Context: an optimization exercise on an open-source flow, tuned for small area. The choices shown serve that exercise and are no tape-out recipe. In this exercise RTL edits were held to simulation tests only and were not proved equivalent to the original. Power is estimated from default activity; no workload was simulated.

## pdm_cic_main
module pdm_cic_main (
   input  logic                      clk,
   input  logic                      reset,
   output logic                      clk_out_pdm,
   input  logic [7:0]                din,
   output logic                      hop,
   output logic [255:0]              val_flat
);
   logic [5:0]  cnt;
   logic        started;    
   logic        first;      
   logic        shift;
   logic        keep;
   logic        shs;
   logic [4:0]  p;
   logic [13:0] c0_old, c0_new, c0_both;
   logic [15:0] c1_old, c1_new, c1_both;
   logic [15:0] c2_old, c2_new, c2_both;
   logic [13:0] c3_old, c3_new, c3_both;
   logic [19:0] k0, k1, k2;
   logic [15:0] k3;
   always_ff @(posedge clk or negedge reset) begin
      if (!reset) begin
         cnt     <= 6'd1;
         started <= 1'b0;
      end else begin
         cnt     <= cnt + 6'd1;
         if (cnt == 6'd0) started <= 1'b1;
      end
   end
   assign clk_out_pdm = ~cnt[0];
   assign hop         = started & (cnt == 6'd2);
   assign first = ~started & (cnt[5:3] == 3'd0) & (cnt[2:0] != 3'd0) & (cnt[2:0] <= 3'd4);
   assign shift = (cnt >= 6'd2) & (cnt <= 6'd5);
   assign keep  = ~first & ~shift;
   assign shs   = ~first & shift;
   assign p     = cnt[5:1];
   always_comb begin
      c0_old = cic_pkg::coef_old0(p);  c0_new = cic_pkg::coef_new0(p);  c0_both = cic_pkg::coef_both0(p);
      c1_old = cic_pkg::coef_old1(p);  c1_new = cic_pkg::coef_new1(p);  c1_both = cic_pkg::coef_both1(p);
      c2_old = cic_pkg::coef_old2(p);  c2_new = cic_pkg::coef_new2(p);  c2_both = cic_pkg::coef_both2(p);
      c3_old = cic_pkg::coef_old3(p);  c3_new = cic_pkg::coef_new3(p);  c3_both = cic_pkg::coef_both3(p);
      k0 = {20{first}} & cic_pkg::start0(cnt[2:0]);
      k1 = {20{first}} & cic_pkg::start1(cnt[2:0]);
      k2 = {20{first}} & cic_pkg::start2(cnt[2:0]);
  ...
Size in the first run: about 4400 cells after synthesis, about 1200 flip-flops, about 270 I/O pins, ~44000 um^2 of cells after synthesis.
Settings: LEC_CHECK=0, ABC_AREA=1, CAP_MARGIN=0, CORE_MARGIN=2, CORE_UTILIZATION=40, CTS_BUF_LIST=sky130_fd_sc_hd__clkbuf_16, CTS_CLUSTER_DIAMETER=120, CTS_CLUSTER_SIZE=28, SLEW_MARGIN=0; clock period 10.0 ns.
run.sh (not shown) runs the stock make flow with config.mk's settings and CLKGATE_MAP_FILE= SYNTH_SCRIPT=/design/flow/synth_recipe.tcl, a recipe that flattens the netlist after the stock synthesis.
The first run produced a clean layout.
Next try:
==> flow/flow/run.sh (new file) <==
#!/bin/bash
# The standard layout (standard.sh, unchanged synthesis) with two changes:
#  - each port gets the smallest buffer cell (buf_1) instead of the default pick
#  - clock tree synthesis without dummy loads
set -uo pipefail
export BUFFER_PORTS_ARGS="-buffer_cell sky130_fd_sc_hd__buf_1"
export CTS_ARGS="-sink_clustering_enable -repair_clock_nets -dont_use_dummy_load -buf_list sky130_fd_sc_hd__clkbuf_16 -sink_clustering_size 24 -sink_clustering_max_diameter 100"
bash standard.sh > standard.log 2>&1
==> flow/standard.sh (new file) <==
#!/bin/bash
# synth_recipe.tcl (not shown) runs the flow's synth.tcl, then flattens the netlist and writes it again
# the make line also repeats each setting of config.mk as NAME=value (left out here)
make -C /OpenROAD-flow-scripts/flow DESIGN_CONFIG=/design/flow/config.mk WORK_HOME=/design/flow/orfs CLKGATE_MAP_FILE= SYNTH_SCRIPT=/design/flow/synth_recipe.tcl "${@:-finish}"
- CTS_BUF_LIST: sky130_fd_sc_hd__clkbuf_16 -> unset
- CTS_CLUSTER_DIAMETER: 120 -> unset
- CTS_CLUSTER_SIZE: 28 -> unset
removed: flow/run.sh
Worst hold slack loses 0.035 ns; worst setup slack gains 0.10 ns; final area goes down by about 3.7%; routed wire length goes down by 1.7%.

---

pdm_cic_main, a different RTL version from the one above (not shown whole).
Size in the first run: about 4400 cells after synthesis, ~270 I/O pins, about 0.044 mm² of cells after synthesis.
==> flow/config.mk <==
export PLATFORM = sky130hd
export DESIGN_NAME = pdm_cic_main
export DESIGN_NICKNAME = pdm_cic_main
export VERILOG_FILES = /design/flow/design.v
export SDC_FILE = /design/flow/constraint.sdc
export NUM_CORES = 4
export LEC_CHECK = 0
export ABC_AREA = 1
export CAP_MARGIN = 20
export CORE_MARGIN = 2
export CORE_UTILIZATION = 40
export SLEW_MARGIN = 20
==> flow/constraint.sdc <==
create_clock -name core_clock -period 10.0 [get_ports {clk}]
set_input_delay 2.0000 -clock core_clock [delete_from_list [all_inputs] [get_ports {clk}]]
set_output_delay 2.0000 -clock core_clock [all_outputs]
set_load 0.01 [all_outputs]
standard.sh (not shown) runs the stock make flow with config.mk's settings and CLKGATE_MAP_FILE= SYNTH_SCRIPT=/design/flow/synth_recipe.tcl, a recipe that flattens the netlist after the stock synthesis.
==> flow/flow/run.sh <==
#!/bin/bash
# The standard layout (standard.sh, unchanged synthesis) with two changes:
#  - each port gets the smallest buffer cell (buf_1) instead of the default pick
#  - clock tree synthesis without dummy loads
set -uo pipefail
export BUFFER_PORTS_ARGS="-buffer_cell sky130_fd_sc_hd__buf_1"
export CTS_ARGS="-sink_clustering_enable -repair_clock_nets -dont_use_dummy_load -buf_list sky130_fd_sc_hd__clkbuf_16 -sink_clustering_size 24 -sink_clustering_max_diameter 100"
bash standard.sh > standard.log 2>&1
The first run completed without violations.
Change:
==> flow/run.sh (new file) <==
#!/bin/bash
# synth_recipe.tcl (not shown) runs the flow's synth.tcl, then flattens the netlist and writes it again
# the make line also repeats each setting of config.mk as NAME=value (left out here)
make -C /OpenROAD-flow-scripts/flow DESIGN_CONFIG=/design/flow/config.mk WORK_HOME=/design/flow/orfs CLKGATE_MAP_FILE= SYNTH_SCRIPT=/design/flow/synth_recipe.tcl finish
- CTS_BUF_LIST: default -> sky130_fd_sc_hd__clkbuf_4 sky130_fd_sc_hd__clkbuf_8
- GPL_TIMING_DRIVEN: default -> 0
removed: flow/flow/run.sh
removed: flow/standard.sh
Total power came out higher by 23%.
Fmax is about the same.
Final cell count came out higher by 8.4%.
Clock power came out higher by 74%.
Global-route usage came out higher by 6.3 points.

[static timing again, ports no longer ideal]
In the flow no input, the clock included, has a driving cell. The finished layouts below were timed again as built, in two steps. Step 1 assumes that a clkbuf_16 drives the clock port and a buf_2 every other input. Step 2 times the ports against the registers' clock, not the clock port: input delays grow and output delays shrink by t, the midpoint of the rising clock arrivals with the driver on. a / b / c = no drivers / after step 1 / after step 2; a / b = the first two.
| run | t (ns) | setup WS [ns] | latest minus earliest clock arrival (ns) | worst register clock-pin slew, ns | cell pins on the clock port's net |
|---|---|---|---|---|---|
| the first run of note 1 | 0.766 | 0.186 / 0.237 / -0.529 | 0.056 / 0.057 | 0.12 / 0.12 | 1 |
| the second run of note 1 | 0.730 | 0.290 / 0.342 / -0.388 | 0.108 / 0.108 | 0.10 / 0.10 | 1 |
| the first run of note 2 | 0.724 | 0.188 / 0.241 / -0.482 | 0.085 / 0.085 | 0.10 / 0.10 | 1 |
| the second run of note 2 | 0.917 | 0.164 / 0.164 / -0.701 | 0.040 / 0.039 | 0.07 / 0.07 | 1 |
With both steps, setup timing fails in every run listed, where it was met with ideal ports. The setup slack of the second run of note 2, which loses most, moves by 0.000 ns with the drivers and by -0.865 ns with both steps.
